This is an optimization exercise on Yosys and OpenROAD, whose aim is small area, a short achievable clock period and few clock cycles per item, not a production implementation.
The RTL was checked by simulation tests, not by an equivalence proof against the original design.
Power is estimated from default activity; no workload was simulated.

<file path="flow/run.sh">
#!/bin/bash
# Standard ORFS layout (the standard.sh) with two changes to how it is built:
#  - ports are buffered with buf_1 cells instead of the resizer's default pick
#  - timing repair aims for 8.4 ns of setup slack beyond the SDC's (the SDC is unchanged)
export BUFFER_PORTS_ARGS="-buffer_cell sky130_fd_sc_hd__buf_1"
export SETUP_SLACK_MARGIN=8.4
bash standard.sh > standard.log 2>&1
</file>
<file path="standard.sh">
#!/bin/bash
# synth_recipe.tcl (not shown) runs the flow's synth.tcl, then flattens the netlist and writes it again
# the make line also repeats each setting of config.mk as NAME=value (left out here)
make -C /OpenROAD-flow-scripts/flow DESIGN_CONFIG=/design/flow/config.mk WORK_HOME=/design/flow/orfs CLKGATE_MAP_FILE= SYNTH_SCRIPT=/design/flow/synth_recipe.tcl "${@:-finish}"
</file>
<file path="config.mk">
export PLATFORM = sky130hd
export DESIGN_NAME = qpsk_mimo_modulator
export DESIGN_NICKNAME = qpsk_mimo_modulator
export VERILOG_FILES = /design/flow/design.v
export SDC_FILE = /design/flow/constraint.sdc
export NUM_CORES = 4
export LEC_CHECK = 0
export ABC_CLOCK_PERIOD_IN_PS = 3500
export CAP_MARGIN = 50
export CORE_MARGIN = 2
export CORE_UTILIZATION = 60
export CTS_BUF_LIST = sky130_fd_sc_hd__clkbuf_16
export CTS_CLUSTER_DIAMETER = 100
export CTS_CLUSTER_SIZE = 25
export SLEW_MARGIN = 60
</file>
<file path="constraint.sdc">
create_clock -name core_clock -period 12.0 [get_ports {i_clk}]
set_input_delay 2.4000 -clock core_clock [delete_from_list [all_inputs] [get_ports {i_clk}]]
set_output_delay 2.4000 -clock core_clock [all_outputs]
set_load 0.01 [all_outputs]
</file>
<file path="design.v">
module qpsk_mimo_modulator #(
    parameter int R_W = 16,
    parameter int Y_W = 20
) (
    input  logic              i_clk,
    input  logic              i_reset_n,
    input  logic              i_r_load,
    input  logic [20*R_W-1:0] i_r,
    input  logic              i_bit_vld,
    input  logic              i_bit,
    output logic              o_bit_rdy,
    output logic              o_vld,
    input  logic              i_rdy,
    output logic [8*Y_W-1:0]  o_y_hat,
    output logic              o_busy
);
    logic [9:0][15:0] ra, rb;
    logic [2:0]       p;           
    logic [2:0]       cnt;         
    logic [6:0]       col;         
    logic [7:0]       x;           
    logic             xv;          
    logic             win;         
    logic             fin;         
    logic             vld;
    logic             rdy;
    logic             busy;
    logic             p0;          
    logic       p7, act, acc, acc8, wr_lo;
    logic [7:3] wr_d;
    logic       xv_n, win_n, vld_n;
    logic [2:0] p_n, cnt_n;
    assign p7    = (p == 3'd7);
    assign act   = (p0 & xv) | win;
    assign acc   = i_bit_vld & rdy;
    assign acc8  = acc & (cnt == 3'd7);
    assign wr_lo = win & (p == 3'd2) & ~vld;
    always_comb
        for (int d = 3; d < 8; d++) wr_d[d] = win & (p == 3'(d));
    assign p_n   = i_r_load ? 3'd0 : p + 3'd1;
    assign cnt_n = acc ? cnt + 3'd1 : cnt;
    assign xv_n  = acc8 | (xv & ~(win & p7));
    assign win_n = act & ~p7 & ~((p == 3'd2) & vld);
    assign vld_n = fin | (vld & ~i_rdy);
    assign o_bit_rdy = rdy;
    assign o_vld     = vld;
    assign o_busy    = busy;
    always_ff @(posedge i_clk or negedge i_reset_n) begin
        if (!i_reset_n) begin
            p    <= '0;
            p0   <= 1'b1;
            cnt  <= '0;
            xv   <= 1'b0;
            win  <= 1'b0;
            fin  <= 1'b0;
            vld  <= 1'b0;
            rdy  <= 1'b1;
            busy <= 1'b0;
        end else begin
            p    <= p_n;
            p0   <= (p_n == 3'd0);
            cnt  <= cnt_n;
            xv   <= xv_n;
            win  <= win_n;
            fin  <= win & p7;
            vld  <= vld_n;
            busy <= xv_n | (win & p7) | vld_n;
            rdy  <= (cnt_n != 3'd7) | ~xv_n | (win_n & (p_n == 3'd7));
        end
    end
    always_ff @(posedge i_clk)
        x <= acc8 ? ({i_bit, col} ^ {8{~p_n[0]}}) : ~x;
    always_ff @(posedge i_clk) begin
        if (i_r_load) begin
            for (int k = 0; k < 10; k++) begin
                ra[k] <= ~(i_r[32*k +: 16] ^ 16'h8000);
                rb[k] <= ~(i_r[32*k+16 +: 16] ^ 16'h8000);
            end
        end else begin
            for (int k = 0; k < 10; k++) begin
                ra[k] <= ~{ra[k][1:0], ra[k][15:2]};
                rb[k] <= ~{rb[k][1:0], rb[k][15:2]};
            end
        end
        if (acc) col <= {i_bit, col[6:1]};
    end
    logic [7:0] g0_u0, g0_u1, g0_ng, g0_si, g0_st, g0_co;
    logic [1:0] g0_dig, g0_dq1, g0_dq2;
    logic [3:0] g0_top;
    logic [19:0] g0_y;
    logic g0_t1, g0_t2, g0_t3, g0_t4, g0_t5, g0_t6, g0_t7, g0_t8, g0_t9, g0_t10, g0_t11, g0_t12, g0_t13, g0_t14, g0_t15, g0_t16, g0_t17, g0_t18, g0_t19, g0_t20, g0_t21, g0_t22, g0_t23, g0_t24, g0_t25, g0_t26, g0_t27, g0_t28, g0_t29, g0_t30, g0_t31, g0_t32;
    logic g0_p1, g0_p2, g0_p3, g0_p4, g0_p5, g0_p6, g0_p7, g0_p8, g0_p9, g0_p10, g0_p11, g0_p12, g0_p13, g0_p14, g0_p15, g0_p16;
    assign g0_u0[0] = ra[0][0] ^ x[0];
    assign g0_u1[0] = ra[0][1] ^ x[0];
    assign g0_ng[0] = ~(x[0]);
    assign g0_u0[1] = rb[0][0] ^ ~x[1];
    assign g0_u1[1] = rb[0][1] ^ ~x[1];
    assign g0_ng[1] = ~(~x[1]);
    assign g0_u0[2] = ra[1][0] ^ x[2];
    assign g0_u1[2] = ra[1][1] ^ x[2];
    assign g0_ng[2] = ~(x[2]);
    assign g0_u0[3] = rb[1][0] ^ ~x[3];
    assign g0_u1[3] = rb[1][1] ^ ~x[3];
    assign g0_ng[3] = ~(~x[3]);
    assign g0_u0[4] = ra[3][0] ^ x[4];
    assign g0_u1[4] = ra[3][1] ^ x[4];
    assign g0_ng[4] = ~(x[4]);
    assign g0_u0[5] = rb[3][0] ^ ~x[5];
    assign g0_u1[5] = rb[3][1] ^ ~x[5];
    assign g0_ng[5] = ~(~x[5]);
    assign g0_u0[6] = ra[6][0] ^ x[6];
    assign g0_u1[6] = ra[6][1] ^ x[6];
    assign g0_ng[6] = ~(x[6]);
    assign g0_u0[7] = rb[6][0] ^ ~x[7];
    assign g0_u1[7] = rb[6][1] ^ ~x[7];
    assign g0_ng[7] = ~(~x[7]);
    assign g0_si = p0 ? g0_ng : g0_st;
    assign g0_dig = {g0_t31, g0_t15};
    assign g0_co = {g0_t32, g0_t30, g0_t28, g0_t26, g0_t24, g0_t22, g0_t20, g0_t18};
    assign g0_top = {g0_p15, g0_p13, g0_p11, g0_p7};
    assign g0_t1 = g0_u0[0] ^ g0_u0[1] ^ g0_u0[2];
    assign g0_t2 = (g0_u0[0] & g0_u0[1]) | (g0_u0[0] & g0_u0[2]) | (g0_u0[1] & g0_u0[2]);
    assign g0_t3 = g0_u0[3] ^ g0_u0[4] ^ g0_u0[5];
    assign g0_t4 = (g0_u0[3] & g0_u0[4]) | (g0_u0[3] & g0_u0[5]) | (g0_u0[4] & g0_u0[5]);
    assign g0_t5 = g0_u0[6] ^ g0_u0[7] ^ g0_si[0];
    assign g0_t6 = (g0_u0[6] & g0_u0[7]) | (g0_u0[6] & g0_si[0]) | (g0_u0[7] & g0_si[0]);
    assign g0_t7 = g0_si[1] ^ g0_si[2] ^ g0_si[3];
    assign g0_t8 = (g0_si[1] & g0_si[2]) | (g0_si[1] & g0_si[3]) | (g0_si[2] & g0_si[3]);
    assign g0_t9 = g0_si[4] ^ g0_si[5] ^ g0_si[6];
    assign g0_t10 = (g0_si[4] & g0_si[5]) | (g0_si[4] & g0_si[6]) | (g0_si[5] & g0_si[6]);
    assign g0_t11 = g0_si[7] ^ g0_t1 ^ g0_t3;
    assign g0_t12 = (g0_si[7] & g0_t1) | (g0_si[7] & g0_t3) | (g0_t1 & g0_t3);
    assign g0_t13 = g0_t5 ^ g0_t7 ^ g0_t9;
    assign g0_t14 = (g0_t5 & g0_t7) | (g0_t5 & g0_t9) | (g0_t7 & g0_t9);
    assign g0_t15 = g0_t11 ^ g0_t13;
    assign g0_t16 = g0_t11 & g0_t13;
    assign g0_t17 = g0_u1[0] ^ g0_u1[1] ^ g0_u1[2];
    assign g0_t18 = (g0_u1[0] & g0_u1[1]) | (g0_u1[0] & g0_u1[2]) | (g0_u1[1] & g0_u1[2]);
    assign g0_t19 = g0_u1[3] ^ g0_u1[4] ^ g0_u1[5];
    assign g0_t20 = (g0_u1[3] & g0_u1[4]) | (g0_u1[3] & g0_u1[5]) | (g0_u1[4] & g0_u1[5]);
    assign g0_t21 = g0_u1[6] ^ g0_u1[7] ^ g0_t2;
    assign g0_t22 = (g0_u1[6] & g0_u1[7]) | (g0_u1[6] & g0_t2) | (g0_u1[7] & g0_t2);
    assign g0_t23 = g0_t4 ^ g0_t6 ^ g0_t8;
    assign g0_t24 = (g0_t4 & g0_t6) | (g0_t4 & g0_t8) | (g0_t6 & g0_t8);
    assign g0_t25 = g0_t10 ^ g0_t17 ^ g0_t19;
    assign g0_t26 = (g0_t10 & g0_t17) | (g0_t10 & g0_t19) | (g0_t17 & g0_t19);
    assign g0_t27 = g0_t12 ^ g0_t14 ^ g0_t21;
    assign g0_t28 = (g0_t12 & g0_t14) | (g0_t12 & g0_t21) | (g0_t14 & g0_t21);
    assign g0_t29 = g0_t23 ^ g0_t25 ^ g0_t16;
    assign g0_t30 = (g0_t23 & g0_t25) | (g0_t23 & g0_t16) | (g0_t25 & g0_t16);
    assign g0_t31 = g0_t27 ^ g0_t29;
    assign g0_t32 = g0_t27 & g0_t29;
    assign g0_p1 = g0_st[0] ^ g0_st[1] ^ g0_st[2];
    assign g0_p2 = (g0_st[0] & g0_st[1]) | (g0_st[0] & g0_st[2]) | (g0_st[1] & g0_st[2]);
    assign g0_p3 = g0_st[3] ^ g0_st[4] ^ g0_st[5];
    assign g0_p4 = (g0_st[3] & g0_st[4]) | (g0_st[3] & g0_st[5]) | (g0_st[4] & g0_st[5]);
    assign g0_p5 = g0_st[6] ^ g0_st[7] ^ g0_p1;
    assign g0_p6 = (g0_st[6] & g0_st[7]) | (g0_st[6] & g0_p1) | (g0_st[7] & g0_p1);
    assign g0_p7 = g0_p3 ^ g0_p5;
    assign g0_p8 = g0_p3 & g0_p5;
    assign g0_p9 = g0_p2 ^ g0_p4 ^ g0_p6;
    assign g0_p10 = (g0_p2 & g0_p4) | (g0_p2 & g0_p6) | (g0_p4 & g0_p6);
    assign g0_p11 = g0_p8 ^ g0_p9;
    assign g0_p12 = g0_p8 & g0_p9;
    assign g0_p13 = 1'b1 ^ g0_p10 ^ g0_p12;
    assign g0_p14 = (1'b1 & g0_p10) | (1'b1 & g0_p12) | (g0_p10 & g0_p12);
    assign g0_p15 = 1'b1 ^ g0_p14;
    assign g0_p16 = 1'b1 & g0_p14;
    always_ff @(posedge i_clk) begin
        g0_st  <= g0_co;
        g0_dq1 <= g0_dig;
        g0_dq2 <= g0_dq1;
        if (wr_lo) g0_y[5:0] <= {g0_dig, g0_dq1, g0_dq2};
        if (wr_d[3]) g0_y[7:6]   <= g0_dig;
        if (wr_d[4]) g0_y[9:8]   <= g0_dig;
        if (wr_d[5]) g0_y[11:10] <= g0_dig;
        if (wr_d[6]) g0_y[13:12] <= g0_dig;
        if (wr_d[7]) g0_y[15:14] <= g0_dig;
        if (fin) g0_y[19:16] <= g0_top;
    end
    assign o_y_hat[0 +: 20] = g0_y;
    logic [7:0] g1_u0, g1_u1, g1_ng, g1_si, g1_st, g1_co;
    logic [1:0] g1_dig, g1_dq1, g1_dq2;
    logic [3:0] g1_top;
    logic [19:0] g1_y;
    logic g1_t1, g1_t2, g1_t3, g1_t4, g1_t5, g1_t6, g1_t7, g1_t8, g1_t9, g1_t10, g1_t11, g1_t12, g1_t13, g1_t14, g1_t15, g1_t16, g1_t17, g1_t18, g1_t19, g1_t20, g1_t21, g1_t22, g1_t23, g1_t24, g1_t25, g1_t26, g1_t27, g1_t28, g1_t29, g1_t30, g1_t31, g1_t32;
    logic g1_p1, g1_p2, g1_p3, g1_p4, g1_p5, g1_p6, g1_p7, g1_p8, g1_p9, g1_p10, g1_p11, g1_p12, g1_p13, g1_p14, g1_p15, g1_p16;
    assign g1_u0[0] = rb[0][0] ^ x[0];
    assign g1_u1[0] = rb[0][1] ^ x[0];
    assign g1_ng[0] = ~(x[0]);
    assign g1_u0[1] = ra[0][0] ^ x[1];
    assign g1_u1[1] = ra[0][1] ^ x[1];
    assign g1_ng[1] = ~(x[1]);
    assign g1_u0[2] = rb[1][0] ^ x[2];
    assign g1_u1[2] = rb[1][1] ^ x[2];
    assign g1_ng[2] = ~(x[2]);
    assign g1_u0[3] = ra[1][0] ^ x[3];
    assign g1_u1[3] = ra[1][1] ^ x[3];
    assign g1_ng[3] = ~(x[3]);
    assign g1_u0[4] = rb[3][0] ^ x[4];
    assign g1_u1[4] = rb[3][1] ^ x[4];
    assign g1_ng[4] = ~(x[4]);
    assign g1_u0[5] = ra[3][0] ^ x[5];
    assign g1_u1[5] = ra[3][1] ^ x[5];
    assign g1_ng[5] = ~(x[5]);
    assign g1_u0[6] = rb[6][0] ^ x[6];
    assign g1_u1[6] = rb[6][1] ^ x[6];
    assign g1_ng[6] = ~(x[6]);
    assign g1_u0[7] = ra[6][0] ^ x[7];
    assign g1_u1[7] = ra[6][1] ^ x[7];
    assign g1_ng[7] = ~(x[7]);
    assign g1_si = p0 ? g1_ng : g1_st;
    assign g1_dig = {g1_t31, g1_t15};
    assign g1_co = {g1_t32, g1_t30, g1_t28, g1_t26, g1_t24, g1_t22, g1_t20, g1_t18};
    assign g1_top = {g1_p15, g1_p13, g1_p11, g1_p7};
    assign g1_t1 = g1_u0[0] ^ g1_u0[1] ^ g1_u0[2];
    assign g1_t2 = (g1_u0[0] & g1_u0[1]) | (g1_u0[0] & g1_u0[2]) | (g1_u0[1] & g1_u0[2]);
    assign g1_t3 = g1_u0[3] ^ g1_u0[4] ^ g1_u0[5];
    assign g1_t4 = (g1_u0[3] & g1_u0[4]) | (g1_u0[3] & g1_u0[5]) | (g1_u0[4] & g1_u0[5]);
    assign g1_t5 = g1_u0[6] ^ g1_u0[7] ^ g1_si[0];
    assign g1_t6 = (g1_u0[6] & g1_u0[7]) | (g1_u0[6] & g1_si[0]) | (g1_u0[7] & g1_si[0]);
    assign g1_t7 = g1_si[1] ^ g1_si[2] ^ g1_si[3];
    assign g1_t8 = (g1_si[1] & g1_si[2]) | (g1_si[1] & g1_si[3]) | (g1_si[2] & g1_si[3]);
    assign g1_t9 = g1_si[4] ^ g1_si[5] ^ g1_si[6];
    assign g1_t10 = (g1_si[4] & g1_si[5]) | (g1_si[4] & g1_si[6]) | (g1_si[5] & g1_si[6]);
    assign g1_t11 = g1_si[7] ^ g1_t1 ^ g1_t3;
    assign g1_t12 = (g1_si[7] & g1_t1) | (g1_si[7] & g1_t3) | (g1_t1 & g1_t3);
    assign g1_t13 = g1_t5 ^ g1_t7 ^ g1_t9;
    assign g1_t14 = (g1_t5 & g1_t7) | (g1_t5 & g1_t9) | (g1_t7 & g1_t9);
    assign g1_t15 = g1_t11 ^ g1_t13;
    assign g1_t16 = g1_t11 & g1_t13;
    assign g1_t17 = g1_u1[0] ^ g1_u1[1] ^ g1_u1[2];
    assign g1_t18 = (g1_u1[0] & g1_u1[1]) | (g1_u1[0] & g1_u1[2]) | (g1_u1[1] & g1_u1[2]);
    assign g1_t19 = g1_u1[3] ^ g1_u1[4] ^ g1_u1[5];
    assign g1_t20 = (g1_u1[3] & g1_u1[4]) | (g1_u1[3] & g1_u1[5]) | (g1_u1[4] & g1_u1[5]);
    assign g1_t21 = g1_u1[6] ^ g1_u1[7] ^ g1_t2;
    assign g1_t22 = (g1_u1[6] & g1_u1[7]) | (g1_u1[6] & g1_t2) | (g1_u1[7] & g1_t2);
    assign g1_t23 = g1_t4 ^ g1_t6 ^ g1_t8;
    assign g1_t24 = (g1_t4 & g1_t6) | (g1_t4 & g1_t8) | (g1_t6 & g1_t8);
    assign g1_t25 = g1_t10 ^ g1_t17 ^ g1_t19;
    assign g1_t26 = (g1_t10 & g1_t17) | (g1_t10 & g1_t19) | (g1_t17 & g1_t19);
    assign g1_t27 = g1_t12 ^ g1_t14 ^ g1_t21;
    assign g1_t28 = (g1_t12 & g1_t14) | (g1_t12 & g1_t21) | (g1_t14 & g1_t21);
    assign g1_t29 = g1_t23 ^ g1_t25 ^ g1_t16;
    assign g1_t30 = (g1_t23 & g1_t25) | (g1_t23 & g1_t16) | (g1_t25 & g1_t16);
    assign g1_t31 = g1_t27 ^ g1_t29;
    assign g1_t32 = g1_t27 & g1_t29;
    assign g1_p1 = g1_st[0] ^ g1_st[1] ^ g1_st[2];
    assign g1_p2 = (g1_st[0] & g1_st[1]) | (g1_st[0] & g1_st[2]) | (g1_st[1] & g1_st[2]);
    assign g1_p3 = g1_st[3] ^ g1_st[4] ^ g1_st[5];
    assign g1_p4 = (g1_st[3] & g1_st[4]) | (g1_st[3] & g1_st[5]) | (g1_st[4] & g1_st[5]);
    assign g1_p5 = g1_st[6] ^ g1_st[7] ^ g1_p1;
    assign g1_p6 = (g1_st[6] & g1_st[7]) | (g1_st[6] & g1_p1) | (g1_st[7] & g1_p1);
    assign g1_p7 = g1_p3 ^ g1_p5;
    assign g1_p8 = g1_p3 & g1_p5;
    assign g1_p9 = g1_p2 ^ g1_p4 ^ g1_p6;
    assign g1_p10 = (g1_p2 & g1_p4) | (g1_p2 & g1_p6) | (g1_p4 & g1_p6);
    assign g1_p11 = g1_p8 ^ g1_p9;
    assign g1_p12 = g1_p8 & g1_p9;
    assign g1_p13 = 1'b1 ^ g1_p10 ^ g1_p12;
    assign g1_p14 = (1'b1 & g1_p10) | (1'b1 & g1_p12) | (g1_p10 & g1_p12);
    assign g1_p15 = 1'b1 ^ g1_p14;
    assign g1_p16 = 1'b1 & g1_p14;
    always_ff @(posedge i_clk) begin
        g1_st  <= g1_co;
        g1_dq1 <= g1_dig;
        g1_dq2 <= g1_dq1;
        if (wr_lo) g1_y[5:0] <= {g1_dig, g1_dq1, g1_dq2};
        if (wr_d[3]) g1_y[7:6]   <= g1_dig;
        if (wr_d[4]) g1_y[9:8]   <= g1_dig;
        if (wr_d[5]) g1_y[11:10] <= g1_dig;
        if (wr_d[6]) g1_y[13:12] <= g1_dig;
        if (wr_d[7]) g1_y[15:14] <= g1_dig;
        if (fin) g1_y[19:16] <= g1_top;
    end
    assign o_y_hat[20 +: 20] = g1_y;
    logic [5:0] g2_u0, g2_u1, g2_ng, g2_si, g2_st, g2_co;
    logic [1:0] g2_dig, g2_dq1, g2_dq2;
    logic [3:0] g2_top;
    logic [19:0] g2_y;
    logic g2_t1, g2_t2, g2_t3, g2_t4, g2_t5, g2_t6, g2_t7, g2_t8, g2_t9, g2_t10, g2_t11, g2_t12, g2_t13, g2_t14, g2_t15, g2_t16, g2_t17, g2_t18, g2_t19, g2_t20, g2_t21, g2_t22, g2_t23, g2_t24;
    logic g2_p1, g2_p2, g2_p3, g2_p4, g2_p5, g2_p6, g2_p7, g2_p8, g2_p9, g2_p10, g2_p11, g2_p12;
    assign g2_u0[0] = ra[2][0] ^ x[2];
    assign g2_u1[0] = ra[2][1] ^ x[2];
    assign g2_ng[0] = ~(x[2]);
    assign g2_u0[1] = rb[2][0] ^ ~x[3];
    assign g2_u1[1] = rb[2][1] ^ ~x[3];
    assign g2_ng[1] = ~(~x[3]);
    assign g2_u0[2] = ra[4][0] ^ x[4];
    assign g2_u1[2] = ra[4][1] ^ x[4];
    assign g2_ng[2] = ~(x[4]);
    assign g2_u0[3] = rb[4][0] ^ ~x[5];
    assign g2_u1[3] = rb[4][1] ^ ~x[5];
    assign g2_ng[3] = ~(~x[5]);
    assign g2_u0[4] = ra[7][0] ^ x[6];
    assign g2_u1[4] = ra[7][1] ^ x[6];
    assign g2_ng[4] = ~(x[6]);
    assign g2_u0[5] = rb[7][0] ^ ~x[7];
    assign g2_u1[5] = rb[7][1] ^ ~x[7];
    assign g2_ng[5] = ~(~x[7]);
    assign g2_si = p0 ? g2_ng : g2_st;
    assign g2_dig = {g2_t23, g2_t11};
    assign g2_co = {g2_t24, g2_t22, g2_t20, g2_t18, g2_t16, g2_t14};
    assign g2_top = {g2_p11, g2_p9, g2_p7, g2_p5};
    assign g2_t1 = g2_u0[0] ^ g2_u0[1] ^ g2_u0[2];
    assign g2_t2 = (g2_u0[0] & g2_u0[1]) | (g2_u0[0] & g2_u0[2]) | (g2_u0[1] & g2_u0[2]);
    assign g2_t3 = g2_u0[3] ^ g2_u0[4] ^ g2_u0[5];
    assign g2_t4 = (g2_u0[3] & g2_u0[4]) | (g2_u0[3] & g2_u0[5]) | (g2_u0[4] & g2_u0[5]);
    assign g2_t5 = g2_si[0] ^ g2_si[1] ^ g2_si[2];
    assign g2_t6 = (g2_si[0] & g2_si[1]) | (g2_si[0] & g2_si[2]) | (g2_si[1] & g2_si[2]);
    assign g2_t7 = g2_si[3] ^ g2_si[4] ^ g2_si[5];
    assign g2_t8 = (g2_si[3] & g2_si[4]) | (g2_si[3] & g2_si[5]) | (g2_si[4] & g2_si[5]);
    assign g2_t9 = g2_t1 ^ g2_t3 ^ g2_t5;
    assign g2_t10 = (g2_t1 & g2_t3) | (g2_t1 & g2_t5) | (g2_t3 & g2_t5);
    assign g2_t11 = g2_t7 ^ g2_t9;
    assign g2_t12 = g2_t7 & g2_t9;
    assign g2_t13 = g2_u1[0] ^ g2_u1[1] ^ g2_u1[2];
    assign g2_t14 = (g2_u1[0] & g2_u1[1]) | (g2_u1[0] & g2_u1[2]) | (g2_u1[1] & g2_u1[2]);
    assign g2_t15 = g2_u1[3] ^ g2_u1[4] ^ g2_u1[5];
    assign g2_t16 = (g2_u1[3] & g2_u1[4]) | (g2_u1[3] & g2_u1[5]) | (g2_u1[4] & g2_u1[5]);
    assign g2_t17 = g2_t2 ^ g2_t4 ^ g2_t6;
    assign g2_t18 = (g2_t2 & g2_t4) | (g2_t2 & g2_t6) | (g2_t4 & g2_t6);
    assign g2_t19 = g2_t8 ^ g2_t13 ^ g2_t15;
    assign g2_t20 = (g2_t8 & g2_t13) | (g2_t8 & g2_t15) | (g2_t13 & g2_t15);
    assign g2_t21 = g2_t10 ^ g2_t17 ^ g2_t19;
    assign g2_t22 = (g2_t10 & g2_t17) | (g2_t10 & g2_t19) | (g2_t17 & g2_t19);
    assign g2_t23 = g2_t12 ^ g2_t21;
    assign g2_t24 = g2_t12 & g2_t21;
    assign g2_p1 = g2_st[0] ^ g2_st[1] ^ g2_st[2];
    assign g2_p2 = (g2_st[0] & g2_st[1]) | (g2_st[0] & g2_st[2]) | (g2_st[1] & g2_st[2]);
    assign g2_p3 = g2_st[3] ^ g2_st[4] ^ g2_st[5];
    assign g2_p4 = (g2_st[3] & g2_st[4]) | (g2_st[3] & g2_st[5]) | (g2_st[4] & g2_st[5]);
    assign g2_p5 = 1'b1 ^ g2_p1 ^ g2_p3;
    assign g2_p6 = (1'b1 & g2_p1) | (1'b1 & g2_p3) | (g2_p1 & g2_p3);
    assign g2_p7 = g2_p2 ^ g2_p4 ^ g2_p6;
    assign g2_p8 = (g2_p2 & g2_p4) | (g2_p2 & g2_p6) | (g2_p4 & g2_p6);
    assign g2_p9 = 1'b1 ^ g2_p8;
    assign g2_p10 = 1'b1 & g2_p8;
    assign g2_p11 = 1'b1 ^ g2_p10;
    assign g2_p12 = 1'b1 & g2_p10;
    always_ff @(posedge i_clk) begin
        g2_st  <= g2_co;
        g2_dq1 <= g2_dig;
        g2_dq2 <= g2_dq1;
        if (wr_lo) g2_y[5:0] <= {g2_dig, g2_dq1, g2_dq2};
        if (wr_d[3]) g2_y[7:6]   <= g2_dig;
        if (wr_d[4]) g2_y[9:8]   <= g2_dig;
        if (wr_d[5]) g2_y[11:10] <= g2_dig;
        if (wr_d[6]) g2_y[13:12] <= g2_dig;
        if (wr_d[7]) g2_y[15:14] <= g2_dig;
        if (fin) g2_y[19:16] <= g2_top;
    end
    assign o_y_hat[40 +: 20] = g2_y;
    logic [5:0] g3_u0, g3_u1, g3_ng, g3_si, g3_st, g3_co;
    logic [1:0] g3_dig, g3_dq1, g3_dq2;
    logic [3:0] g3_top;
    logic [19:0] g3_y;
    logic g3_t1, g3_t2, g3_t3, g3_t4, g3_t5, g3_t6, g3_t7, g3_t8, g3_t9, g3_t10, g3_t11, g3_t12, g3_t13, g3_t14, g3_t15, g3_t16, g3_t17, g3_t18, g3_t19, g3_t20, g3_t21, g3_t22, g3_t23, g3_t24;
    logic g3_p1, g3_p2, g3_p3, g3_p4, g3_p5, g3_p6, g3_p7, g3_p8, g3_p9, g3_p10, g3_p11, g3_p12;
    assign g3_u0[0] = rb[2][0] ^ x[2];
    assign g3_u1[0] = rb[2][1] ^ x[2];
    assign g3_ng[0] = ~(x[2]);
    assign g3_u0[1] = ra[2][0] ^ x[3];
    assign g3_u1[1] = ra[2][1] ^ x[3];
    assign g3_ng[1] = ~(x[3]);
    assign g3_u0[2] = rb[4][0] ^ x[4];
    assign g3_u1[2] = rb[4][1] ^ x[4];
    assign g3_ng[2] = ~(x[4]);
    assign g3_u0[3] = ra[4][0] ^ x[5];
    assign g3_u1[3] = ra[4][1] ^ x[5];
    assign g3_ng[3] = ~(x[5]);
    assign g3_u0[4] = rb[7][0] ^ x[6];
    assign g3_u1[4] = rb[7][1] ^ x[6];
    assign g3_ng[4] = ~(x[6]);
    assign g3_u0[5] = ra[7][0] ^ x[7];
    assign g3_u1[5] = ra[7][1] ^ x[7];
    assign g3_ng[5] = ~(x[7]);
    assign g3_si = p0 ? g3_ng : g3_st;
    assign g3_dig = {g3_t23, g3_t11};
    assign g3_co = {g3_t24, g3_t22, g3_t20, g3_t18, g3_t16, g3_t14};
    assign g3_top = {g3_p11, g3_p9, g3_p7, g3_p5};
    assign g3_t1 = g3_u0[0] ^ g3_u0[1] ^ g3_u0[2];
    assign g3_t2 = (g3_u0[0] & g3_u0[1]) | (g3_u0[0] & g3_u0[2]) | (g3_u0[1] & g3_u0[2]);
    assign g3_t3 = g3_u0[3] ^ g3_u0[4] ^ g3_u0[5];
    assign g3_t4 = (g3_u0[3] & g3_u0[4]) | (g3_u0[3] & g3_u0[5]) | (g3_u0[4] & g3_u0[5]);
    assign g3_t5 = g3_si[0] ^ g3_si[1] ^ g3_si[2];
    assign g3_t6 = (g3_si[0] & g3_si[1]) | (g3_si[0] & g3_si[2]) | (g3_si[1] & g3_si[2]);
    assign g3_t7 = g3_si[3] ^ g3_si[4] ^ g3_si[5];
    assign g3_t8 = (g3_si[3] & g3_si[4]) | (g3_si[3] & g3_si[5]) | (g3_si[4] & g3_si[5]);
    assign g3_t9 = g3_t1 ^ g3_t3 ^ g3_t5;
    assign g3_t10 = (g3_t1 & g3_t3) | (g3_t1 & g3_t5) | (g3_t3 & g3_t5);
    assign g3_t11 = g3_t7 ^ g3_t9;
    assign g3_t12 = g3_t7 & g3_t9;
    assign g3_t13 = g3_u1[0] ^ g3_u1[1] ^ g3_u1[2];
    assign g3_t14 = (g3_u1[0] & g3_u1[1]) | (g3_u1[0] & g3_u1[2]) | (g3_u1[1] & g3_u1[2]);
    assign g3_t15 = g3_u1[3] ^ g3_u1[4] ^ g3_u1[5];
    assign g3_t16 = (g3_u1[3] & g3_u1[4]) | (g3_u1[3] & g3_u1[5]) | (g3_u1[4] & g3_u1[5]);
    assign g3_t17 = g3_t2 ^ g3_t4 ^ g3_t6;
    assign g3_t18 = (g3_t2 & g3_t4) | (g3_t2 & g3_t6) | (g3_t4 & g3_t6);
    assign g3_t19 = g3_t8 ^ g3_t13 ^ g3_t15;
    assign g3_t20 = (g3_t8 & g3_t13) | (g3_t8 & g3_t15) | (g3_t13 & g3_t15);
    assign g3_t21 = g3_t10 ^ g3_t17 ^ g3_t19;
    assign g3_t22 = (g3_t10 & g3_t17) | (g3_t10 & g3_t19) | (g3_t17 & g3_t19);
    assign g3_t23 = g3_t12 ^ g3_t21;
    assign g3_t24 = g3_t12 & g3_t21;
    assign g3_p1 = g3_st[0] ^ g3_st[1] ^ g3_st[2];
    assign g3_p2 = (g3_st[0] & g3_st[1]) | (g3_st[0] & g3_st[2]) | (g3_st[1] & g3_st[2]);
    assign g3_p3 = g3_st[3] ^ g3_st[4] ^ g3_st[5];
    assign g3_p4 = (g3_st[3] & g3_st[4]) | (g3_st[3] & g3_st[5]) | (g3_st[4] & g3_st[5]);
    assign g3_p5 = 1'b1 ^ g3_p1 ^ g3_p3;
    assign g3_p6 = (1'b1 & g3_p1) | (1'b1 & g3_p3) | (g3_p1 & g3_p3);
    assign g3_p7 = g3_p2 ^ g3_p4 ^ g3_p6;
    assign g3_p8 = (g3_p2 & g3_p4) | (g3_p2 & g3_p6) | (g3_p4 & g3_p6);
    assign g3_p9 = 1'b1 ^ g3_p8;
    assign g3_p10 = 1'b1 & g3_p8;
    assign g3_p11 = 1'b1 ^ g3_p10;
    assign g3_p12 = 1'b1 & g3_p10;
    always_ff @(posedge i_clk) begin
        g3_st  <= g3_co;
        g3_dq1 <= g3_dig;
        g3_dq2 <= g3_dq1;
        if (wr_lo) g3_y[5:0] <= {g3_dig, g3_dq1, g3_dq2};
        if (wr_d[3]) g3_y[7:6]   <= g3_dig;
        if (wr_d[4]) g3_y[9:8]   <= g3_dig;
        if (wr_d[5]) g3_y[11:10] <= g3_dig;
        if (wr_d[6]) g3_y[13:12] <= g3_dig;
        if (wr_d[7]) g3_y[15:14] <= g3_dig;
        if (fin) g3_y[19:16] <= g3_top;
    end
    assign o_y_hat[60 +: 20] = g3_y;
    logic [3:0] g4_u0, g4_u1, g4_ng, g4_si, g4_st, g4_co;
    logic [1:0] g4_dig, g4_dq1, g4_dq2;
    logic [3:0] g4_top;
    logic [19:0] g4_y;
    logic g4_t1, g4_t2, g4_t3, g4_t4, g4_t5, g4_t6, g4_t7, g4_t8, g4_t9, g4_t10, g4_t11, g4_t12, g4_t13, g4_t14, g4_t15, g4_t16;
    logic g4_p1, g4_p2, g4_p3, g4_p4, g4_p5, g4_p6, g4_p7, g4_p8, g4_p9, g4_p10;
    assign g4_u0[0] = ra[5][0] ^ x[4];
    assign g4_u1[0] = ra[5][1] ^ x[4];
    assign g4_ng[0] = ~(x[4]);
    assign g4_u0[1] = rb[5][0] ^ ~x[5];
    assign g4_u1[1] = rb[5][1] ^ ~x[5];
    assign g4_ng[1] = ~(~x[5]);
    assign g4_u0[2] = ra[8][0] ^ x[6];
    assign g4_u1[2] = ra[8][1] ^ x[6];
    assign g4_ng[2] = ~(x[6]);
    assign g4_u0[3] = rb[8][0] ^ ~x[7];
    assign g4_u1[3] = rb[8][1] ^ ~x[7];
    assign g4_ng[3] = ~(~x[7]);
    assign g4_si = p0 ? g4_ng : g4_st;
    assign g4_dig = {g4_t15, g4_t7};
    assign g4_co = {g4_t16, g4_t14, g4_t12, g4_t10};
    assign g4_top = {g4_p9, g4_p7, g4_p5, g4_p3};
    assign g4_t1 = g4_u0[0] ^ g4_u0[1] ^ g4_u0[2];
    assign g4_t2 = (g4_u0[0] & g4_u0[1]) | (g4_u0[0] & g4_u0[2]) | (g4_u0[1] & g4_u0[2]);
    assign g4_t3 = g4_u0[3] ^ g4_si[0] ^ g4_si[1];
    assign g4_t4 = (g4_u0[3] & g4_si[0]) | (g4_u0[3] & g4_si[1]) | (g4_si[0] & g4_si[1]);
    assign g4_t5 = g4_si[2] ^ g4_si[3] ^ g4_t1;
    assign g4_t6 = (g4_si[2] & g4_si[3]) | (g4_si[2] & g4_t1) | (g4_si[3] & g4_t1);
    assign g4_t7 = g4_t3 ^ g4_t5;
    assign g4_t8 = g4_t3 & g4_t5;
    assign g4_t9 = g4_u1[0] ^ g4_u1[1] ^ g4_u1[2];
    assign g4_t10 = (g4_u1[0] & g4_u1[1]) | (g4_u1[0] & g4_u1[2]) | (g4_u1[1] & g4_u1[2]);
    assign g4_t11 = g4_u1[3] ^ g4_t2 ^ g4_t4;
    assign g4_t12 = (g4_u1[3] & g4_t2) | (g4_u1[3] & g4_t4) | (g4_t2 & g4_t4);
    assign g4_t13 = g4_t9 ^ g4_t6 ^ g4_t11;
    assign g4_t14 = (g4_t9 & g4_t6) | (g4_t9 & g4_t11) | (g4_t6 & g4_t11);
    assign g4_t15 = g4_t8 ^ g4_t13;
    assign g4_t16 = g4_t8 & g4_t13;
    assign g4_p1 = g4_st[0] ^ g4_st[1] ^ g4_st[2];
    assign g4_p2 = (g4_st[0] & g4_st[1]) | (g4_st[0] & g4_st[2]) | (g4_st[1] & g4_st[2]);
    assign g4_p3 = g4_st[3] ^ g4_p1;
    assign g4_p4 = g4_st[3] & g4_p1;
    assign g4_p5 = 1'b1 ^ g4_p2 ^ g4_p4;
    assign g4_p6 = (1'b1 & g4_p2) | (1'b1 & g4_p4) | (g4_p2 & g4_p4);
    assign g4_p7 = 1'b1 ^ g4_p6;
    assign g4_p8 = 1'b1 & g4_p6;
    assign g4_p9 = 1'b1 ^ g4_p8;
    assign g4_p10 = 1'b1 & g4_p8;
    always_ff @(posedge i_clk) begin
        g4_st  <= g4_co;
        g4_dq1 <= g4_dig;
        g4_dq2 <= g4_dq1;
        if (wr_lo) g4_y[5:0] <= {g4_dig, g4_dq1, g4_dq2};
        if (wr_d[3]) g4_y[7:6]   <= g4_dig;
        if (wr_d[4]) g4_y[9:8]   <= g4_dig;
        if (wr_d[5]) g4_y[11:10] <= g4_dig;
        if (wr_d[6]) g4_y[13:12] <= g4_dig;
        if (wr_d[7]) g4_y[15:14] <= g4_dig;
        if (fin) g4_y[19:16] <= g4_top;
    end
    assign o_y_hat[80 +: 20] = g4_y;
    logic [3:0] g5_u0, g5_u1, g5_ng, g5_si, g5_st, g5_co;
    logic [1:0] g5_dig, g5_dq1, g5_dq2;
    logic [3:0] g5_top;
    logic [19:0] g5_y;
    logic g5_t1, g5_t2, g5_t3, g5_t4, g5_t5, g5_t6, g5_t7, g5_t8, g5_t9, g5_t10, g5_t11, g5_t12, g5_t13, g5_t14, g5_t15, g5_t16;
    logic g5_p1, g5_p2, g5_p3, g5_p4, g5_p5, g5_p6, g5_p7, g5_p8, g5_p9, g5_p10;
    assign g5_u0[0] = rb[5][0] ^ x[4];
    assign g5_u1[0] = rb[5][1] ^ x[4];
    assign g5_ng[0] = ~(x[4]);
    assign g5_u0[1] = ra[5][0] ^ x[5];
    assign g5_u1[1] = ra[5][1] ^ x[5];
    assign g5_ng[1] = ~(x[5]);
    assign g5_u0[2] = rb[8][0] ^ x[6];
    assign g5_u1[2] = rb[8][1] ^ x[6];
    assign g5_ng[2] = ~(x[6]);
    assign g5_u0[3] = ra[8][0] ^ x[7];
    assign g5_u1[3] = ra[8][1] ^ x[7];
    assign g5_ng[3] = ~(x[7]);
    assign g5_si = p0 ? g5_ng : g5_st;
    assign g5_dig = {g5_t15, g5_t7};
    assign g5_co = {g5_t16, g5_t14, g5_t12, g5_t10};
    assign g5_top = {g5_p9, g5_p7, g5_p5, g5_p3};
    assign g5_t1 = g5_u0[0] ^ g5_u0[1] ^ g5_u0[2];
    assign g5_t2 = (g5_u0[0] & g5_u0[1]) | (g5_u0[0] & g5_u0[2]) | (g5_u0[1] & g5_u0[2]);
    assign g5_t3 = g5_u0[3] ^ g5_si[0] ^ g5_si[1];
    assign g5_t4 = (g5_u0[3] & g5_si[0]) | (g5_u0[3] & g5_si[1]) | (g5_si[0] & g5_si[1]);
    assign g5_t5 = g5_si[2] ^ g5_si[3] ^ g5_t1;
    assign g5_t6 = (g5_si[2] & g5_si[3]) | (g5_si[2] & g5_t1) | (g5_si[3] & g5_t1);
    assign g5_t7 = g5_t3 ^ g5_t5;
    assign g5_t8 = g5_t3 & g5_t5;
    assign g5_t9 = g5_u1[0] ^ g5_u1[1] ^ g5_u1[2];
    assign g5_t10 = (g5_u1[0] & g5_u1[1]) | (g5_u1[0] & g5_u1[2]) | (g5_u1[1] & g5_u1[2]);
    assign g5_t11 = g5_u1[3] ^ g5_t2 ^ g5_t4;
    assign g5_t12 = (g5_u1[3] & g5_t2) | (g5_u1[3] & g5_t4) | (g5_t2 & g5_t4);
    assign g5_t13 = g5_t9 ^ g5_t6 ^ g5_t11;
    assign g5_t14 = (g5_t9 & g5_t6) | (g5_t9 & g5_t11) | (g5_t6 & g5_t11);
    assign g5_t15 = g5_t8 ^ g5_t13;
    assign g5_t16 = g5_t8 & g5_t13;
    assign g5_p1 = g5_st[0] ^ g5_st[1] ^ g5_st[2];
    assign g5_p2 = (g5_st[0] & g5_st[1]) | (g5_st[0] & g5_st[2]) | (g5_st[1] & g5_st[2]);
    assign g5_p3 = g5_st[3] ^ g5_p1;
    assign g5_p4 = g5_st[3] & g5_p1;
    assign g5_p5 = 1'b1 ^ g5_p2 ^ g5_p4;
    assign g5_p6 = (1'b1 & g5_p2) | (1'b1 & g5_p4) | (g5_p2 & g5_p4);
    assign g5_p7 = 1'b1 ^ g5_p6;
    assign g5_p8 = 1'b1 & g5_p6;
    assign g5_p9 = 1'b1 ^ g5_p8;
    assign g5_p10 = 1'b1 & g5_p8;
    always_ff @(posedge i_clk) begin
        g5_st  <= g5_co;
        g5_dq1 <= g5_dig;
        g5_dq2 <= g5_dq1;
        if (wr_lo) g5_y[5:0] <= {g5_dig, g5_dq1, g5_dq2};
        if (wr_d[3]) g5_y[7:6]   <= g5_dig;
        if (wr_d[4]) g5_y[9:8]   <= g5_dig;
        if (wr_d[5]) g5_y[11:10] <= g5_dig;
        if (wr_d[6]) g5_y[13:12] <= g5_dig;
        if (wr_d[7]) g5_y[15:14] <= g5_dig;
        if (fin) g5_y[19:16] <= g5_top;
    end
    assign o_y_hat[100 +: 20] = g5_y;
    logic [1:0] g6_u0, g6_u1, g6_ng, g6_si, g6_st, g6_co;
    logic [1:0] g6_dig, g6_dq1, g6_dq2;
    logic [3:0] g6_top;
    logic [19:0] g6_y;
    logic g6_t1, g6_t2, g6_t3, g6_t4, g6_t5, g6_t6, g6_t7, g6_t8;
    logic g6_p1, g6_p2, g6_p3, g6_p4, g6_p5, g6_p6, g6_p7, g6_p8;
    assign g6_u0[0] = ra[9][0] ^ x[6];
    assign g6_u1[0] = ra[9][1] ^ x[6];
    assign g6_ng[0] = ~(x[6]);
    assign g6_u0[1] = rb[9][0] ^ ~x[7];
    assign g6_u1[1] = rb[9][1] ^ ~x[7];
    assign g6_ng[1] = ~(~x[7]);
    assign g6_si = p0 ? g6_ng : g6_st;
    assign g6_dig = {g6_t7, g6_t3};
    assign g6_co = {g6_t8, g6_t6};
    assign g6_top = {g6_p7, g6_p5, g6_p3, g6_p1};
    assign g6_t1 = g6_u0[0] ^ g6_u0[1] ^ g6_si[0];
    assign g6_t2 = (g6_u0[0] & g6_u0[1]) | (g6_u0[0] & g6_si[0]) | (g6_u0[1] & g6_si[0]);
    assign g6_t3 = g6_si[1] ^ g6_t1;
    assign g6_t4 = g6_si[1] & g6_t1;
    assign g6_t5 = g6_u1[0] ^ g6_u1[1] ^ g6_t2;
    assign g6_t6 = (g6_u1[0] & g6_u1[1]) | (g6_u1[0] & g6_t2) | (g6_u1[1] & g6_t2);
    assign g6_t7 = g6_t4 ^ g6_t5;
    assign g6_t8 = g6_t4 & g6_t5;
    assign g6_p1 = g6_st[0] ^ g6_st[1] ^ 1'b1;
    assign g6_p2 = (g6_st[0] & g6_st[1]) | (g6_st[0] & 1'b1) | (g6_st[1] & 1'b1);
    assign g6_p3 = 1'b1 ^ g6_p2;
    assign g6_p4 = 1'b1 & g6_p2;
    assign g6_p5 = 1'b1 ^ g6_p4;
    assign g6_p6 = 1'b1 & g6_p4;
    assign g6_p7 = 1'b1 ^ g6_p6;
    assign g6_p8 = 1'b1 & g6_p6;
    always_ff @(posedge i_clk) begin
        g6_st  <= g6_co;
        g6_dq1 <= g6_dig;
        g6_dq2 <= g6_dq1;
        if (wr_lo) g6_y[5:0] <= {g6_dig, g6_dq1, g6_dq2};
        if (wr_d[3]) g6_y[7:6]   <= g6_dig;
        if (wr_d[4]) g6_y[9:8]   <= g6_dig;
        if (wr_d[5]) g6_y[11:10] <= g6_dig;
        if (wr_d[6]) g6_y[13:12] <= g6_dig;
        if (wr_d[7]) g6_y[15:14] <= g6_dig;
        if (fin) g6_y[19:16] <= g6_top;
    end
    assign o_y_hat[120 +: 20] = g6_y;
    logic [1:0] g7_u0, g7_u1, g7_ng, g7_si, g7_st, g7_co;
    logic [1:0] g7_dig, g7_dq1, g7_dq2;
    logic [3:0] g7_top;
    logic [19:0] g7_y;
    logic g7_t1, g7_t2, g7_t3, g7_t4, g7_t5, g7_t6, g7_t7, g7_t8;
    logic g7_p1, g7_p2, g7_p3, g7_p4, g7_p5, g7_p6, g7_p7, g7_p8;
    assign g7_u0[0] = rb[9][0] ^ x[6];
    assign g7_u1[0] = rb[9][1] ^ x[6];
    assign g7_ng[0] = ~(x[6]);
    assign g7_u0[1] = ra[9][0] ^ x[7];
    assign g7_u1[1] = ra[9][1] ^ x[7];
    assign g7_ng[1] = ~(x[7]);
    assign g7_si = p0 ? g7_ng : g7_st;
    assign g7_dig = {g7_t7, g7_t3};
    assign g7_co = {g7_t8, g7_t6};
    assign g7_top = {g7_p7, g7_p5, g7_p3, g7_p1};
    assign g7_t1 = g7_u0[0] ^ g7_u0[1] ^ g7_si[0];
    assign g7_t2 = (g7_u0[0] & g7_u0[1]) | (g7_u0[0] & g7_si[0]) | (g7_u0[1] & g7_si[0]);
    assign g7_t3 = g7_si[1] ^ g7_t1;
    assign g7_t4 = g7_si[1] & g7_t1;
    assign g7_t5 = g7_u1[0] ^ g7_u1[1] ^ g7_t2;
    assign g7_t6 = (g7_u1[0] & g7_u1[1]) | (g7_u1[0] & g7_t2) | (g7_u1[1] & g7_t2);
    assign g7_t7 = g7_t4 ^ g7_t5;
    assign g7_t8 = g7_t4 & g7_t5;
    assign g7_p1 = g7_st[0] ^ g7_st[1] ^ 1'b1;
    assign g7_p2 = (g7_st[0] & g7_st[1]) | (g7_st[0] & 1'b1) | (g7_st[1] & 1'b1);
    assign g7_p3 = 1'b1 ^ g7_p2;
    assign g7_p4 = 1'b1 & g7_p2;
    assign g7_p5 = 1'b1 ^ g7_p4;
    assign g7_p6 = 1'b1 & g7_p4;
    assign g7_p7 = 1'b1 ^ g7_p6;
    assign g7_p8 = 1'b1 & g7_p6;
    always_ff @(posedge i_clk) begin
        g7_st  <= g7_co;
        g7_dq1 <= g7_dig;
        g7_dq2 <= g7_dq1;
        if (wr_lo) g7_y[5:0] <= {g7_dig, g7_dq1, g7_dq2};
        if (wr_d[3]) g7_y[7:6]   <= g7_dig;
        if (wr_d[4]) g7_y[9:8]   <= g7_dig;
        if (wr_d[5]) g7_y[11:10] <= g7_dig;
        if (wr_d[6]) g7_y[13:12] <= g7_dig;
        if (wr_d[7]) g7_y[15:14] <= g7_dig;
        if (fin) g7_y[19:16] <= g7_top;
    end
    assign o_y_hat[140 +: 20] = g7_y;
endmodule
</file>
==> summary.txt, run 1 <==
Clock network
  – H-tree levels: 1
  – Root Buffer: clkbuf_16
  – Hold buffer count at CTS: 0
  – Max Root-Sink Buffers: 3
  – CTS buffer count: 26
  – CTS tree: done
  – Clock Pin Slew Worst Setup and Hold Paths: 100 ps
  – Clk Latency, worst-skew pair: ~570 ps
  – Clock sinks: roughly 570

Drt
  – Avg WL per Cell: 18.5 microns
  – DRT Pass-1 Iters: 4
  – DRT Wirelength: 43.0 mm
  – Avg Vias per Cell: 4.90
  – DRC Markers: 0
  – 1st-iter DRT viols: about 520
  – Via count: roughly 11000
  – Number of routed nets with antenna violations: 0

Logic synthesis
  – Sequential area share after synthesis: 63.4%
  – #FFs+latches synth: roughly 570
  – Largest family of logic cells by synthesized area: multiplexers
  – Synth unique cells: 39
  – Syn_nets: between 1500 and 2000
  – Post-Synth Simple-Gate Area: 1.16%
  – Ys Warns: 1
  – Multiplexer share of the synthesized area: about 15%
  – Mean post-synth cell area: between 10 and 15 sq um
  – Mapped cell area: around 21000 sq um
  – Adder-Cell Fraction of Synth Area: roughly a tenth
  – Mapped Cells: around 1400
  – Compound-Gate Fraction of Synth Area: around 1.7%
  – XOR/XNOR Fraction of Synth Area: under 10%

Setup path
  – Worst-path cell chain: buf_6
  – Kind of critical path: register to output port
  – Max incr delay on CP: roughly 550 ps
  – Worst path buffer plus inverter count: 1
  – Delay-heaviest family, CP: flip-flops
  – Critical-path cell with the highest stage delay: dfstp_2
  – CP Depth: 1
  – CP max FO: 2
  – Reg2Reg Depth: 9
  – Crit path DAT: 1210 ps
  – CP required: 9600 ps
  – Worst setup EP type: output port
  – Crit path launch: rdy
  – Worst Setup Start Kind: register
  – Worst r2r src: p0

STA
  – Endpoints failing hold: 0
  – Max Slew Vio Count: 0
  – Worst slew margin: between 60% and 70%
  – Setup TNS: 0 ps
  – Actual slew at the worst max-slew pin: ~500 ps
  – RSZ-0062 raised after global routing: true
  – Setup ws final: 8390 ps
  – Final period utilization: roughly 30%
  – Worst hold margin: between 300 and 400 ps
  – Setup-failing EPs final: 0
  – Min cycle time layout: around 3600 ps
  – F_max: roughly 0.28 GHz
  – Clk_skew: ~26 ps

Run
  – Number of max-cap violations: 0

Hold path
  – Hold Path Stages: 0
  – Hold Crit Class: register to register
  – Min-delay src: g2_dq1[0]

Placed design
  – Placed inst area: approximately 23000 sq um
  – Post-DP HPWL: between 30 and 40 mm
  – Dpl cells: ~2300
  – Port buffer count: roughly 500
  – Setup Slack @ Placement: between 7000 and 8000 ps
  – Placer Congestion: slightly above 0.8

Global route
  – Largest net degree at the start of global routing: 58
  – Antenna violations before repair: 4
  – Total GRT Usage: between 20% and 30%
  – Aggregate global routing overflow: 0
  – First-pass GRT wire length: 64.2 mm
  – Number of global-route vias before repair: about 11000

Cells and area
  – Final Core Density: a little over two thirds
  – Most frequent cells in the layout: buf_1, dfxtp_1, mux2i_1
  – Number of nets in the layout: around 2300
  – Most common cell after layout, fill and taps aside: buf_1
  – Fin area: 23800 sq um
  – Area Growth Syn to Fin: 15.3%
  – Layout cells sized above 1: roughly 4.7%
  – Post-Layout Cell Count: between 2000 and 2500

Power and ir drop
  – Comb pwr share: 43.9%
  – Net Sw Power: 2.89 mW
  – Pwr Total: 7.95 mW
  – Total power divided by cell area: 334 nW/um^2
  – Part of the power in the clock network: roughly an eighth
  – IR drop worst, VDD: roughly 0.55 mV
  – Switching Share: around 36%
  – Pint: just over 5 mW
  – LEAKAGE: 10.1 nW
  – Flop pwr share: roughly 44%

Floorplan
  – Boundary Pins: around 490
  – Starting Density: ~60%
  – Die Width: roughly 190 microns
  – FP Rows: ~70
  – Die Ht: 190 microns
  – Die area: 36000 sq um
  – CORE AREA: approximately 34000 sq um

Status
  – Status: no timing/DRC/antenna violations
flip-flops by register name, summed over array words and instances, names as in the netlist, 8 cells and up:
| signal | count |
|---|---|
| g0_st | 8 |
| g0_y | 20 |
| g1_st | 8 |
| g1_y | 20 |
| g2_y | 19 |
| g3_y | 19 |
| g4_y | 19 |
| g5_y | 19 |
| g6_y | 18 |
| g7_y | 18 |
| ra | 160 |
| rb | 160 |
| x | 8 |
worst reg2reg max path, cell delays in order (launching register included):
cell and delay, ps:
dfstp_4 710, inv_8 100, mux2i_1 170, fa_1 560
inv_1 50, fa_1 500, inv_1 50, ha_1 220
fa_1 600, ha_4 240
area by class of cell:
cell class / instances / area (sq um)
multi-input cells: 629 / 6680
well taps: 455 / 569
clock buffers: 27 / 676
repair buffers: 507 / 2290
clock inverters: 16 / 61.3
flip-flops and latches: 572 / 13100
inverters: 115 / 439
diodes: 3 / 7.51
fillers: 2587 / 10400
path summary, 6_finish.rpt:
path                            slack [ps]   endpoint
worst max register to register        8540   g1_y[13]
worst min register to register         350  g2_dq2[0]
worst max-delay path                  8390  o_bit_rdy
max in group asynchronous             9990        rdy
min in group asynchronous             1720     cnt[1]
worst min-delay path                   350  g2_dq2[0]
cells in the mapped netlist:
cell        n  area share, %
a21boi_4    1          0.091
dfrtp_1    11            1.3
ha_1       38            2.3
dfstp_2     2           0.25
inv_2       1          0.018
inv_1     114            2.1
xor2_1     56            2.4
nor2_1      5          0.091
mux2i_1   314             15
nor4b_1     1          0.042
a21oi_1    14           0.34
nand3b_1    1          0.036
and2_1      1          0.030
nor2b_1     1          0.030
a21boi_1    4           0.15
a2111o_1    1          0.054
buf_1       1          0.018
nand2_1    24           0.44
edfxtp_1  159             23
clkbuf_1    5          0.091
nor4bb_1    1          0.048
buf_4      13           0.47
nand2b_1    5           0.15
nor3_1      1          0.024
buf_2      14           0.34
a21o_1      2          0.073
xnor2_1    33            1.4
a31oi_1     1          0.030
nand3_1     1          0.024
o21ai_1    26           0.63
and3_1      3          0.091
nor2_8      1          0.097
mux2_1      2           0.11
buf_6      31            1.7
fa_1       80            7.7
and4b_2     1          0.054
dfxtp_1   400             39
o21ai_0    10           0.24
a311oi_2    1          0.073
power by group through the flow:
stage	sequential [mW]	combinational (mW)	clock, mW
after detailed placement	3.54	3.26	0
final	3.49	3.49	0.970
after global placement	3.53	3.17	0
after floorplan	3.47	2.09	0
after CTS	3.50	3.33	0.997
after global routing	3.53	4.04	1.07
what timing repair did:
action | 4_1_cts | 5_1_grt
setup buffers | 5 | 0
endpoints found under the setup margin | 174 | 74
gates resized for setup | 22 | 21
gates cloned | 4 | 1
cell families after synthesis:
logic type                 count (synthesis)
DFF                                      572
AOI/OAI and AO/OA                         60
muxes                                    316
buffers and inverters                    179
xor gates and xnor gates                  89
and+or+nand+nor                           46
adders and majority gates                118
layer usage:
| metal | global-route usage [%] | vias to the layer above | wire [microns] |
|---|---|---|---|
| li1 | - | 5557 | - |
| met1 | 30.1 | 5415 | 18200 |
| met2 | 40.8 | 367 | 20800 |
| met3 | 6.31 | 35 | 3480 |
| met4 | 3.49 | 4 | 480 |
| met5 | 0 | - | 27 |
Testbench counts, summed over its fixed seeds: cycles 4,448, items 512.
==> run 2, diff against run 1 <==
--- a/config.mk
+++ b/config.mk
@@ -6,10 +6,11 @@
 export NUM_CORES = 4
 export LEC_CHECK = 0
-export ABC_CLOCK_PERIOD_IN_PS = 3500
+export ABC_AREA = 1
 export CAP_MARGIN = 50
 export CORE_MARGIN = 2
-export CORE_UTILIZATION = 60
+export CORE_UTILIZATION = 70
 export CTS_BUF_LIST = sky130_fd_sc_hd__clkbuf_16
 export CTS_CLUSTER_DIAMETER = 100
 export CTS_CLUSTER_SIZE = 25
+export PLACE_DENSITY = 0.75
 export SLEW_MARGIN = 60
==> run 2 against run 1 <==
  * Die area decreased by 13%
  * First-iteration DRC count increased by 45%
  * Clock skew decreased by 12 ps
  * Via count increased by 5.7%
  * Register-to-register slack got worse by 50 ps
  * Global-route usage increased by 4.9 points
  * Final cell count decreased by 0.69%
  * Utilization increased by 11 points
  * Non-clock buffer count increased by 6
  * Wire length increased by 4.3%
  * Sequential share of layout area increased by 0.21 points
  * Synthesized area increased by 1.2%
  * Critical endpoint unchanged
  * Largest power group is now combinational logic
  * Highest routed layer is now met4
==> summary.txt, run 2 <==
Status
  – Status: no timing/DRC/antenna violations

Clock network
  – Clock Pin Slew Worst Setup and Hold Paths: 90 ps (about the same)
  – Root Buffer: clkbuf_16
  – Max Root-Sink Buffers: 3 (unchanged)
  – CTS tree: done
  – Clk Latency, worst-skew pair: 560 ps (about the same)
  – CTS buffer count: 26 (unchanged)
  – H-tree levels: 1 (unchanged)
  – Clock sinks: 572 (unchanged)

Global route
  – Antenna violations before repair: 0 (-4)
  – First-pass GRT wire length: 67.0 mm (+4.3%)
  – Aggregate global routing overflow: 0 (unchanged)
  – Largest net degree at the start of global routing: 49 (-16%)
  – Total GRT Usage: 28.3% (+4.9 points)
  – Number of global-route vias before repair: 12400 (+7.6%)

Setup path
  – Worst path buffer plus inverter count: 1 (unchanged)
  – Crit path DAT: 1220 ps (about the same)
  – Worst setup EP type: output port
  – Max incr delay on CP: 560 ps (about the same)
  – Critical-path cell with the highest stage delay: dfstp_2
  – CP required: 9600 ps (about the same)
  – Worst-path cell chain: buf_6
  – Delay-heaviest family, CP: flip-flops
  – Worst Setup Start Kind: register
  – Kind of critical path: register to output port
  – CP max FO: 2 (unchanged)

Power and ir drop
  – Total power divided by cell area: 339 nW/um^2 (+1.6%)
  – Pwr Total: 8.05 mW (+1.2%)
  – LEAKAGE: 10.1 nW (about the same)
  – IR drop worst, VDD: 0.607 mV (+11%)

STA
  – Actual slew at the worst max-slew pin: 560 ps (+64.3 ps)
  – Worst hold margin: 355 ps (+9.66 ps)
  – Clk_skew: 14.3 ps (-11.6 ps)
  – Min cycle time layout: 3620 ps (+5.82 ps)
  – Worst slew margin: 62.6% (-4.3 points)
  – Final period utilization: 30.2% (+0.048 points)
  – Setup ws final: 8380 ps (-5.82 ps)
  – F_max: 0.276 GHz (-0.16%)
  – Endpoints failing hold: 0 (unchanged)
  – Setup TNS: 0 ps (unchanged)
  – Max Slew Vio Count: 0 (unchanged)
  – Setup-failing EPs final: 0 (unchanged)
  – RSZ-0062 raised after global routing: true

Hold path
  – Hold Crit Class: register to register

Placed design
  – Placer Congestion: 0.815 (+0.82%)
  – Post-DP HPWL: 33.3 mm (+2.7%)
  – Port buffer count: 488 (unchanged)
  – Setup Slack @ Placement: 6970 ps (-535 ps)

Logic synthesis
  – Synth Flop Type: dfxtp_1
  – Post-synth ARST share: 2.27% (unchanged)
  – Top-area cell type share of the netlist area: 38.2% (-0.46 points)
  – Syn_nets: 1872 (+2.6%)
  – Sequential area share after synthesis: 62.6% (-0.75 points)
  – Mapped cell area: 20900 sq um (+1.2%)
  – Ys Warns: 1 (unchanged)
  – Count leader, synth: dfxtp_1
  – Post-synth top cells: dfxtp_1, mux2i_1, edfxtp_1
  – Synth unique cells: 32 (-18%)
  – Mean post-synth cell area: 14.7 sq um (-2.2%)
  – Synth area leaders: dfxtp_1, edfxtp_1, mux2i_1, fa_1, inv_1
  – Mapped Cells: 1428 (+3.5%)
  – Leading area contributor after synthesis: dfxtp_1
  – EDFF count, synth: 159 (unchanged)
  – #FFs+latches synth: 572 (unchanged)

Floorplan
  – Die area: 31300 sq um (-13%)
  – Starting Density: 70.8% (+10 points)
  – CORE AREA: 29600 sq um (-14%)
  – Die Width: 177 microns (-6.7%)
  – Die Ht: 177 microns (-6.7%)
  – FP Rows: 63 (-7.4%)
  – Boundary Pins: 489 (unchanged)

Cells and area
  – N_diodes: 0 (-3)
  – Most common cell after layout, fill and taps aside: buf_1
  – Most frequent cells in the layout: buf_1, dfxtp_1, mux2i_1
  – Largest registers: ra x160, rb x160
  – Final Core Density: 80.4% (+11 points)
  – Number of nets in the layout: 2349 (+2.4%)
  – Area Growth Syn to Fin: 13.5%
  – Layout cells sized above 1: 4.64% (-0.076 points)

Drt
  – Avg Vias per Cell: 5.21 (+6.4%)
  – 1st-iter DRT viols: 756 (+45%)
  – Via count: 12000 (+5.7%)
  – Number of routed nets with antenna violations: 0 (unchanged)
  – Avg WL per Cell: 19.4 microns (+5.1%)
  – DRT Pass-1 Iters: 5 (+1)
  – DRT Wirelength: 44.8 mm (+4.3%)
  – DRC Markers: 0 (unchanged)

Run
  – Number of max-cap violations: 0 (unchanged)
run 2: cell count changes after synthesis, moves of 5 or more:
| cell | previous run | this run |
|---|---|---|
| nand2_1 | 24 | 71 |
| o21ai_0 | 10 | 46 |
| buf_6 | 31 | 1 |
| o21ai_1 | 26 | 2 |
| buf_12 | 0 | 22 |
| inv_1 | 114 | 131 |
| mux2i_1 | 314 | 300 |
| buf_2 | 14 | 6 |
| buf_8 | 0 | 8 |
| xor2_1 | 56 | 48 |
| xnor2_1 | 33 | 40 |
| buf_4 | 13 | 19 |
| nand2b_1 | 5 | 0 |
run 2: metal layers:
metal	vias up	track usage (%)	wire length, microns	part of all wire (%)
li1	5668	-	-	-
met1	5823	34.5	17500	39
met2	456	50.6	22800	51
met3	77	6.44	3360	7.5
met4	0	7.61	1220	2.7
met5	-	0	0	0
run 2: path summary, 6_finish.rpt:
path,slack (ps),start,cells past startpoint,endpoint
max in group asynchronous,9990,i_reset_n,1,rdy
worst min-delay path,360,g7_dq1[1],0,g7_dq2[1]
worst max register to register,8490,p0,11,g1_y[9]
worst min register to register,360,g7_dq1[1],0,g7_dq2[1]
min in group asynchronous,1720,i_reset_n,1,vld
worst max-delay path,8380,rdy,1,o_bit_rdy
run 2: logic make-up (layout without fill, tap and decap cells):
group	Yosys count	count (layout)	synth area share, %
muxes	300	300	14.3
buffers and inverters	196	686	6.07
adders and majority gates	118	118	9.92
AOI/OAI and AO/OA	60	60	1.45
xor gates and xnor gates	88	88	3.68
and+or+nand+nor	94	94	1.92
DFF	572	572	62.6
run 2: power by group:
group          switching, mW  internal [mW]
registers              0.217           3.29
clock network          0.556          0.408
logic                   2.21           1.37
run 2: what timing repair did:
item | in CTS | in global routing
pin swaps | 0 | 1
setup endpoints to repair | 145 | 52
gates resized for setup | 26 | 13
cloned | 4 | 1
buffers inserted | 5 | 5
hold buffers | 0 | 0
run 2: through the flow:
step,std cells,area (sq um)
after detailed placement,2252,22700
after global placement,2249,22600
after CTS,2302,23700
after floorplan,1428,21000
final,2308,23800
after global routing,2308,23800
run 2: final cells by class:
type,instances,area (sq um)
sequential,572,13100
multi-input combinational,660,6610
fill,1805,5790
timing repair buffer,513,2300
clock buffer,27,676
inverter,132,499
tap,390,488
clock inverter,14,53.8
run 2: worst reg2reg max path: stages (launching register included):
cell and delay [ps]:
dfstp_4 720, buf_8 180, nand2_1 70, inv_1 90, a21oi_1 70, fa_1 500, inv_1 60, fa_1 500
inv_1 40, ha_1 200, fa_1 590, ha_4 250

re-timing with driven ports:
Ports are ideal in the flow. The routed layouts listed here were re-timed in OpenROAD. Step 1 assumes that a clkbuf_16 drives the clock port and a buf_2 every other input. Step 2, shift: input delay + t, output delay - t, t = (earliest + latest rising clock arrival at the registers) / 2. This alone moves slack from input paths to output paths. Three values: no drivers, after step 1, after step 2; two values: the first two.
run	shift t [ns]	setup WS [ns]	hold slack, ns	worst slew at a driven data input, ns	pins driven straight from the clock port
run 1	0.613	8.387 / 8.331 / 7.900	0.345 / 0.345 / 0.345	0.11	1
run 2	0.604	8.381 / 8.330 / 7.874	0.355 / 0.355 / 0.355	0.11	1
After both steps setup and hold are still met in every run listed. For run 2, which loses most, drivers alone change the setup slack by -0.051 ns; drivers and shift together by -0.507 ns.
